What follows belongs to an exercise in optimizing a design on an open flow for small area, a short achievable clock period and few clock cycles; a production flow would make more cautious choices. Power is estimated from default activity; no workload was simulated.

## before
==> module depth_rainbow_colormap_unit, before the edit <==
module depth_rainbow_colormap_unit
#(
    parameter int DEPTH_BITS = 24
) (
    input  logic                 i_clk,
    input  logic                 i_rst_n,
    input  logic                 i_depth_valid,
    output logic                 o_depth_ready,
    input  logic [DEPTH_BITS-1:0] i_depth,
    output logic                 o_pixel_valid,
    input  logic                 i_pixel_ready,
    output logic [7:0]           o_blue,
    output logic [7:0]           o_green,
    output logic [7:0]           o_red,
    input  logic                 i_cfg_we,
    input  logic [drcm_pkg::CFG_IDX_W-1:0] i_cfg_idx,
    input  logic [drcm_pkg::DIST_W-1:0]    i_cfg_data
);
    localparam logic [10:1] CUTS = 10'b0111111111;
    localparam int NSTEP = 10;
    localparam logic [1:0] C_DIV = 2'd0, C_ZERO = 2'd1, C_FULL = 2'd2, C_BLACK = 2'd3;
    logic [15:0] r_near;
    logic [15:0] r_far;
    logic [15:0] r_den;
    logic        r_ok;
    logic [16:0] den_full;
    always_ff @(posedge i_clk) begin
        if (!i_rst_n) begin
            r_near <= 16'd0;
            r_far  <= 16'd10000;
        end else if (i_cfg_we) begin
            if (i_cfg_idx[0]) r_far  <= i_cfg_data;
            else              r_near <= i_cfg_data;
        end
    end
    assign den_full = {1'b0, r_far} - {1'b0, r_near};
    always_ff @(posedge i_clk) begin
        r_den <= den_full[15:0];
        r_ok  <= !den_full[16] && (den_full[15:0] != 16'd0);
    end
    logic en;
    assign en            = !o_pixel_valid || i_pixel_ready;
    assign o_depth_ready = en;
    logic        in_black;
    logic        in_high;
    logic [16:0] in_diff;
    logic        r1_v;
    logic        r1_black;
    logic        r1_high;
    logic        r1_below;
    logic [15:0] r1_diff;
    assign in_black = i_depth[DEPTH_BITS-1] || (i_depth == '0);
    assign in_high  = |i_depth[DEPTH_BITS-2:16];
    assign in_diff  = {1'b0, i_depth[15:0]} - {1'b0, r_near};
    always_ff @(posedge i_clk) begin
        if (!i_rst_n)  r1_v <= 1'b0;
        else if (en)   r1_v <= i_depth_valid;
    end
    always_ff @(posedge i_clk) begin
        if (en) begin
            r1_black <= in_black;
            r1_high  <= in_high;
            r1_below <= in_diff[16] && !in_high;
            r1_diff  <= in_diff[15:0];
        end
    end
    logic [NSTEP:0] s_v;
    logic [1:0]     s_c [0:NSTEP];
    logic [24:0]    s_r [0:NSTEP];
    logic [7:0]     s_q [0:NSTEP];
    logic [23:0]    s_p;
    logic [1:0]     t_c [1:NSTEP];
    logic [24:0]    t_r [1:NSTEP];
    logic [7:0]     t_q [1:NSTEP];
    logic [23:0]    t_p;
    assign s_v[0] = r1_v;
    assign s_c[0] = C_DIV;
    assign s_r[0] = 25'd0;
    assign s_q[0] = 8'd0;
    always_comb begin
        if (r1_black)                            t_c[1] = C_BLACK;
        else if (r1_below || !r_ok)              t_c[1] = C_ZERO;
        else if (r1_high || (r1_diff >= r_den))  t_c[1] = C_FULL;
        else                                     t_c[1] = C_DIV;
    end
    assign t_r[1] = {r1_diff, 9'd0} - {8'd0, r1_diff, 1'b0} + {9'd0, r_den};
    assign t_q[1] = 8'd0;
    for (genvar j = 2; j <= 9; j++) begin : g_step
        drcm_div_step #(.K(9 - j)) u_step (
            .i_den (r_den),
            .i_rem (s_r[j-1]),
            .i_quo (s_q[j-1]),
            .o_rem (t_r[j]),
            .o_quo (t_q[j])
        );
        assign t_c[j] = s_c[j-1];
    end
    logic [7:0] qf;
    always_comb begin
        case (s_c[9])
            C_ZERO:  qf = 8'd0;
            C_FULL:  qf = 8'd255;
            C_BLACK: qf = 8'd0;
            default: qf = s_q[9];
        endcase
    end
    drcm_lut u_lut (
        .i_black (s_c[9] == C_BLACK),
        .i_index (qf),
        .o_blue  (t_p[23:16]),
        .o_green (t_p[15:8]),
        .o_red   (t_p[7:0])
    );
    assign t_c[10] = 2'd0;
    assign t_r[10] = 25'd0;
    assign t_q[10] = 8'd0;
    for (genvar j = 1; j <= NSTEP; j++) begin : g_link
        if (CUTS[j]) begin : g_reg
            logic rv;
            always_ff @(posedge i_clk) begin
                if (!i_rst_n) rv <= 1'b0;
                else if (en)  rv <= s_v[j-1];
            end
            assign s_v[j] = rv;
            if (j < NSTEP) begin : g_data
                logic [1:0]  rc;
                logic [24:0] rr;
                logic [7:0]  rq;
                always_ff @(posedge i_clk) begin
                    if (en) begin
                        rc <= t_c[j];
                        rr <= t_r[j];
                        rq <= t_q[j];
                    end
                end
                assign s_c[j] = rc;
                assign s_r[j] = rr;
                assign s_q[j] = rq;
            end else begin : g_pix
                logic [23:0] rp;
                always_ff @(posedge i_clk) begin
                    if (en) rp <= t_p;
                end
                assign s_p = rp;
            end
        end else begin : g_wire
            assign s_v[j] = s_v[j-1];
            if (j < NSTEP) begin : g_data
                assign s_c[j] = t_c[j];
                assign s_r[j] = t_r[j];
                assign s_q[j] = t_q[j];
            end else begin : g_pix
                assign s_p = t_p;
            end
        end
    end
    assign o_pixel_valid = s_v[NSTEP];
    assign {o_blue, o_green, o_red} = s_p;
endmodule
make LEC_CHECK=0 CAP_MARGIN=20 CORE_MARGIN=2 CORE_UTILIZATION=40 SLEW_MARGIN=20 SYNTH_MEMORY_MAX_BITS=16384 finish   # period 6.0 ns
run.sh (not shown) runs the stock make flow with config.mk's settings and CLKGATE_MAP_FILE= SYNTH_SCRIPT=/design/flow/synth_recipe.tcl, a recipe that flattens the netlist after the stock synthesis.
> inputs changed (before -> after)
diff --git a/flow/design.v b/flow/design.v
--- a/flow/design.v
+++ b/flow/design.v
@@ -334,13 +334,13 @@
     output logic [7:0]           o_green,
     output logic [7:0]           o_red,
     input  logic                 i_cfg_we,
     input  logic [drcm_pkg::CFG_IDX_W-1:0] i_cfg_idx,
     input  logic [drcm_pkg::DIST_W-1:0]    i_cfg_data
 );
-    localparam logic [10:1] CUTS = 10'b0111111111;
+    localparam logic [10:1] CUTS = 10'b1111111111;
     localparam int NSTEP = 10;
     localparam logic [1:0] C_DIV = 2'd0, C_ZERO = 2'd1, C_FULL = 2'd2, C_BLACK = 2'd3;
     logic [15:0] r_near;
     logic [15:0] r_far;
     logic [15:0] r_den;
     logic        r_ok;
==> comparison <==
before → after: minimum period implied by the final worst setup slack shrank by 1.06 ns; number of non-clock buffers shrank by 21%; worst setup slack grew by 1.06 ns; routed via count grew by about 0.6%. Taking before as the reference, in after fmax increased 0.047 GHz, parity-gate share of the synthesized area counting xor and xnor cells has remained practically unchanged, final cell count without fillers up 46. In the flow results for before and after, the die area is smaller on before. | final cycle utilization of the critical path | after vs before | 18 points lower |. As far as total power draw is concerned, before and after perform about the same. before reports its class of the most critical setup path as reg2out while after reports reg2reg. Changes observed in after relative to before: cell count along the critical path decreased 1, share of layout cells above drive strength 1 down 2.2 points.
Function was not checked in any run of this note: the RTL went through the layout flow alone.

========
## garnet
Another version of the RTL of depth_rainbow_colormap_unit (not shown whole).
Size: roughly 320 flip-flops, roughly 72 I/O pins, ~0.021 mm² of cells after synthesis.
==> module drcm_div_step, before the edit <==
module drcm_div_step #(
    parameter int K = 7
) (
    input  logic [15:0] i_den,
    input  logic [23:0] i_rem,
    input  logic [7:0]  i_quo,
    output logic [23:0] o_rem,
    output logic [7:0]  o_quo
);
    logic [16:0] top;
    logic [16:0] dd;
    logic [16:0] dif;
    logic [16:0] g;
    logic [16:0] p;
    logic [16:0] bg;
    logic [16:0] bp;
    assign top = i_rem[K+16:K];
    assign dd  = {1'b0, i_den};
    always_comb begin
        g = ~top & dd;
        p = ~(top ^ dd);
        bg = g;
        bp = p;
        for (int l = 0; l < 5; l++) begin
            logic [16:0] ng;
            logic [16:0] np;
            ng = bg;
            np = bp;
            for (int i = 0; i < 17; i++) begin
                if ((i >> l) & 1) begin
                    ng[i] = bg[i] | (bp[i] & bg[((i >> l) << l) - 1]);
                    np[i] = bp[i] & bp[((i >> l) << l) - 1];
                end
            end
            bg = ng;
            bp = np;
        end
        dif = top ^ dd ^ {bg[15:0], 1'b0};
        o_rem = i_rem;
        o_quo = i_quo;
        o_quo[K] = !bg[16];
        if (!bg[16]) o_rem[K+16:K] = dif;
    end
endmodule
==> module depth_rainbow_colormap_unit, before the edit <==
module depth_rainbow_colormap_unit
#(
    parameter int DEPTH_BITS = 24
) (
    input  logic                 i_clk,
    input  logic                 i_rst_n,
    input  logic                 i_depth_valid,
    output logic                 o_depth_ready,
    input  logic [DEPTH_BITS-1:0] i_depth,
    output logic                 o_pixel_valid,
    input  logic                 i_pixel_ready,
    output logic [7:0]           o_blue,
    output logic [7:0]           o_green,
    output logic [7:0]           o_red,
    input  logic                 i_cfg_we,
    input  logic [drcm_pkg::CFG_IDX_W-1:0] i_cfg_idx,
    input  logic [drcm_pkg::DIST_W-1:0]    i_cfg_data
);
    localparam logic [10:1] CUTS = 10'b1111111111;
    localparam int NSTEP = 10;
    localparam logic [1:0] C_DIV = 2'd0, C_ZERO = 2'd1, C_FULL = 2'd2, C_BLACK = 2'd3;
    logic [15:0] r_near;
    logic [15:0] r_far;
    logic [15:0] r_den;
    logic        r_ok;
    logic [16:0] den_full;
    always_ff @(posedge i_clk) begin
        if (!i_rst_n) begin
            r_near <= 16'd0;
            r_far  <= 16'd10000;
        end else if (i_cfg_we) begin
            if (i_cfg_idx[0]) r_far  <= i_cfg_data;
            else              r_near <= i_cfg_data;
        end
    end
    assign den_full = {1'b0, r_far} - {1'b0, r_near};
    always_ff @(posedge i_clk) begin
        r_den <= den_full[15:0];
        r_ok  <= !den_full[16] && (den_full[15:0] != 16'd0);
    end
    logic en;
    assign en            = !o_pixel_valid || i_pixel_ready;
    assign o_depth_ready = en;
    logic        in_black;
    logic        in_high;
    logic [16:0] in_diff;
    logic        r1_v;
    logic        r1_black;
    logic        r1_high;
    logic        r1_below;
    logic [15:0] r1_diff;
    assign in_black = i_depth[DEPTH_BITS-1] || (i_depth == '0);
    assign in_high  = |i_depth[DEPTH_BITS-2:16];
    assign in_diff  = {1'b0, i_depth[15:0]} - {1'b0, r_near};
    always_ff @(posedge i_clk) begin
        if (!i_rst_n)  r1_v <= 1'b0;
        else if (en)   r1_v <= i_depth_valid;
    end
    always_ff @(posedge i_clk) begin
        if (en) begin
            r1_black <= in_black;
            r1_high  <= in_high;
            r1_below <= in_diff[16] && !in_high;
            r1_diff  <= in_diff[15:0];
        end
    end
    logic [NSTEP:0] s_v;
    logic [1:0]     s_c [0:NSTEP];
    logic [23:0]    s_r [0:NSTEP];
    logic [7:0]     s_q [0:NSTEP];
    logic [23:0]    s_p;
    logic [1:0]     t_c [1:NSTEP];
    logic [23:0]    t_r [1:NSTEP];
    logic [7:0]     t_q [1:NSTEP];
    logic [23:0]    t_p;
    assign s_v[0] = r1_v;
    assign s_c[0] = C_DIV;
    assign s_r[0] = 24'd0;
    assign s_q[0] = 8'd0;
    always_comb begin
        if (r1_black)                            t_c[1] = C_BLACK;
        else if (r1_below || !r_ok)              t_c[1] = C_ZERO;
        else if (r1_high || (r1_diff >= r_den))  t_c[1] = C_FULL;
        else                                     t_c[1] = C_DIV;
    end
    assign t_r[1] = {r1_diff, 8'd0} - {8'd0, r1_diff} + {9'd0, r_den[15:1]};
    assign t_q[1] = 8'd0;
    for (genvar j = 2; j <= 9; j++) begin : g_step
        drcm_div_step #(.K(9 - j)) u_step (
            .i_den (r_den),
            .i_rem (s_r[j-1]),
            .i_quo (s_q[j-1]),
            .o_rem (t_r[j]),
            .o_quo (t_q[j])
        );
        assign t_c[j] = s_c[j-1];
    end
    logic [7:0] qf;
    always_comb begin
        case (s_c[9])
            C_ZERO:  qf = 8'd0;
            C_FULL:  qf = 8'd255;
            C_BLACK: qf = 8'd0;
            default: qf = s_q[9];
        endcase
    end
    drcm_lut u_lut (
        .i_black (s_c[9] == C_BLACK),
        .i_index (qf),
        .o_blue  (t_p[23:16]),
        .o_green (t_p[15:8]),
        .o_red   (t_p[7:0])
    );
    assign t_c[10] = 2'd0;
    assign t_r[10] = 24'd0;
    assign t_q[10] = 8'd0;
    for (genvar j = 1; j <= NSTEP; j++) begin : g_link
        if (CUTS[j]) begin : g_reg
            logic rv;
            always_ff @(posedge i_clk) begin
                if (!i_rst_n) rv <= 1'b0;
                else if (en)  rv <= s_v[j-1];
            end
            assign s_v[j] = rv;
            if (j < NSTEP) begin : g_data
                logic [1:0]  rc;
                logic [23:0] rr;
                logic [7:0]  rq;
                always_ff @(posedge i_clk) begin
                    if (en) begin
                        rc <= t_c[j];
                        rr <= t_r[j];
                        rq <= t_q[j];
                    end
                end
                assign s_c[j] = rc;
                assign s_r[j] = rr;
                assign s_q[j] = rq;
            end else begin : g_pix
                logic [23:0] rp;
                always_ff @(posedge i_clk) begin
                    if (en) rp <= t_p;
                end
                assign s_p = rp;
            end
        end else begin : g_wire
            assign s_v[j] = s_v[j-1];
            if (j < NSTEP) begin : g_data
                assign s_c[j] = t_c[j];
                assign s_r[j] = t_r[j];
                assign s_q[j] = t_q[j];
            end else begin : g_pix
                assign s_p = t_p;
            end
        end
    end
    assign o_pixel_valid = s_v[NSTEP];
    assign {o_blue, o_green, o_red} = s_p;
endmodule
Settings: LEC_CHECK=0, ABC_CLOCK_PERIOD_IN_PS=3000, CAP_MARGIN=20, CORE_MARGIN=2, CORE_UTILIZATION=40, SETUP_SLACK_MARGIN=2.8, SLEW_MARGIN=20, SYNTH_MEMORY_MAX_BITS=16384; clock period 6.0 ns.
Input changes introduced in willow (baseline for comparison: garnet):
--- a/flow/design.v
+++ b/flow/design.v
@@ -31,9 +31,9 @@
     parameter int K = 7
 ) (
     input  logic [15:0] i_den,
-    input  logic [23:0] i_rem,
+    input  logic [24:0] i_rem,
     input  logic [7:0]  i_quo,
-    output logic [23:0] o_rem,
+    output logic [24:0] o_rem,
     output logic [7:0]  o_quo
 );
     logic [16:0] top;
@@ -43,7 +43,7 @@
     logic [16:0] p;
     logic [16:0] bg;
     logic [16:0] bp;
-    assign top = i_rem[K+16:K];
+    assign top = i_rem[K+17:K+1];
     assign dd  = {1'b0, i_den};
     always_comb begin
         g = ~top & dd;
@@ -68,7 +68,7 @@
         o_rem = i_rem;
         o_quo = i_quo;
         o_quo[K] = !bg[16];
-        if (!bg[16]) o_rem[K+16:K] = dif;
+        if (!bg[16]) o_rem[K+17:K+1] = dif;
     end
 endmodule
 module drcm_lut
@@ -411,16 +411,16 @@
     end
     logic [NSTEP:0] s_v;
     logic [1:0]     s_c [0:NSTEP];
-    logic [23:0]    s_r [0:NSTEP];
+    logic [24:0]    s_r [0:NSTEP];
     logic [7:0]     s_q [0:NSTEP];
     logic [23:0]    s_p;
     logic [1:0]     t_c [1:NSTEP];
-    logic [23:0]    t_r [1:NSTEP];
+    logic [24:0]    t_r [1:NSTEP];
     logic [7:0]     t_q [1:NSTEP];
     logic [23:0]    t_p;
     assign s_v[0] = r1_v;
     assign s_c[0] = C_DIV;
-    assign s_r[0] = 24'd0;
+    assign s_r[0] = 25'd0;
     assign s_q[0] = 8'd0;
     always_comb begin
         if (r1_black)                            t_c[1] = C_BLACK;
@@ -428,7 +428,7 @@
         else if (r1_high || (r1_diff >= r_den))  t_c[1] = C_FULL;
         else                                     t_c[1] = C_DIV;
     end
-    assign t_r[1] = {r1_diff, 8'd0} - {8'd0, r1_diff} + {9'd0, r_den[15:1]};
+    assign t_r[1] = {r1_diff, 9'd0} - {8'd0, r1_diff, 1'b0} + {9'd0, r_den};
     assign t_q[1] = 8'd0;
     for (genvar j = 2; j <= 9; j++) begin : g_step
         drcm_div_step #(.K(9 - j)) u_step (
@@ -457,7 +457,7 @@
         .o_red   (t_p[7:0])
     );
     assign t_c[10] = 2'd0;
-    assign t_r[10] = 24'd0;
+    assign t_r[10] = 25'd0;
     assign t_q[10] = 8'd0;
     for (genvar j = 1; j <= NSTEP; j++) begin : g_link
         if (CUTS[j]) begin : g_reg
@@ -469,7 +469,7 @@
             assign s_v[j] = rv;
             if (j < NSTEP) begin : g_data
                 logic [1:0]  rc;
-                logic [23:0] rr;
+                logic [24:0] rr;
                 logic [7:0]  rq;
                 always_ff @(posedge i_clk) begin
                     if (en) begin
willow against garnet: overall fraction of global-route tracks in use now sits lower; share of power burned in registers now sits higher. A uppermost metal layer occupied by signal nets of met5 is what willow shows, while met4 belongs to garnet. Higher area of the mapped netlist goes to willow over garnet. Going from garnet to willow, final setup slack of the worst path increased 0.10 ns, sequential share of layout area increased 1.0 points.
No functional check of the RTL was part of any run of this note.

==> afterwards: timing with drivers on the ports <==
The flow's constraints put no driver on any port. The routed layouts listed below were extracted and timed again, unchanged, in two steps.
Step 1 (the two cells are an assumption about what drives the block):
set clk [get_ports {i_clk}]
set_driving_cell -lib_cell sky130_fd_sc_hd__clkbuf_16 $clk
set_driving_cell -lib_cell sky130_fd_sc_hd__buf_2 [delete_from_list [all_inputs] $clk]
Step 2 adds t to the input delays and takes it off the output delays; t is the mean of the earliest and latest rising clock arrival at the registers after step 1. Input paths then give back, and output paths get back, about the clock's delay inside the block.
a / b / c = ideal ports / drivers / drivers and shift; a / b = the first two.
run	t, ns	setup slack, ns	worst setup path at the end	clock arrival spread, ns
before	0.594	0.682 / 0.627 / 1.221	register to output	0.041 / 0.040
after	0.619	1.742 / 1.742 / 1.616	input to register	0.015 / 0.015
garnet	0.605	2.722 / 2.722 / 2.414	input to register	0.024 / 0.025
willow	0.620	2.822 / 2.822 / 2.281	input to register	0.022 / 0.022
After both steps setup and hold are still met in every run listed. The setup slack of willow, which loses most, moves by 0.000 ns with the drivers and by -0.541 ns with both steps.
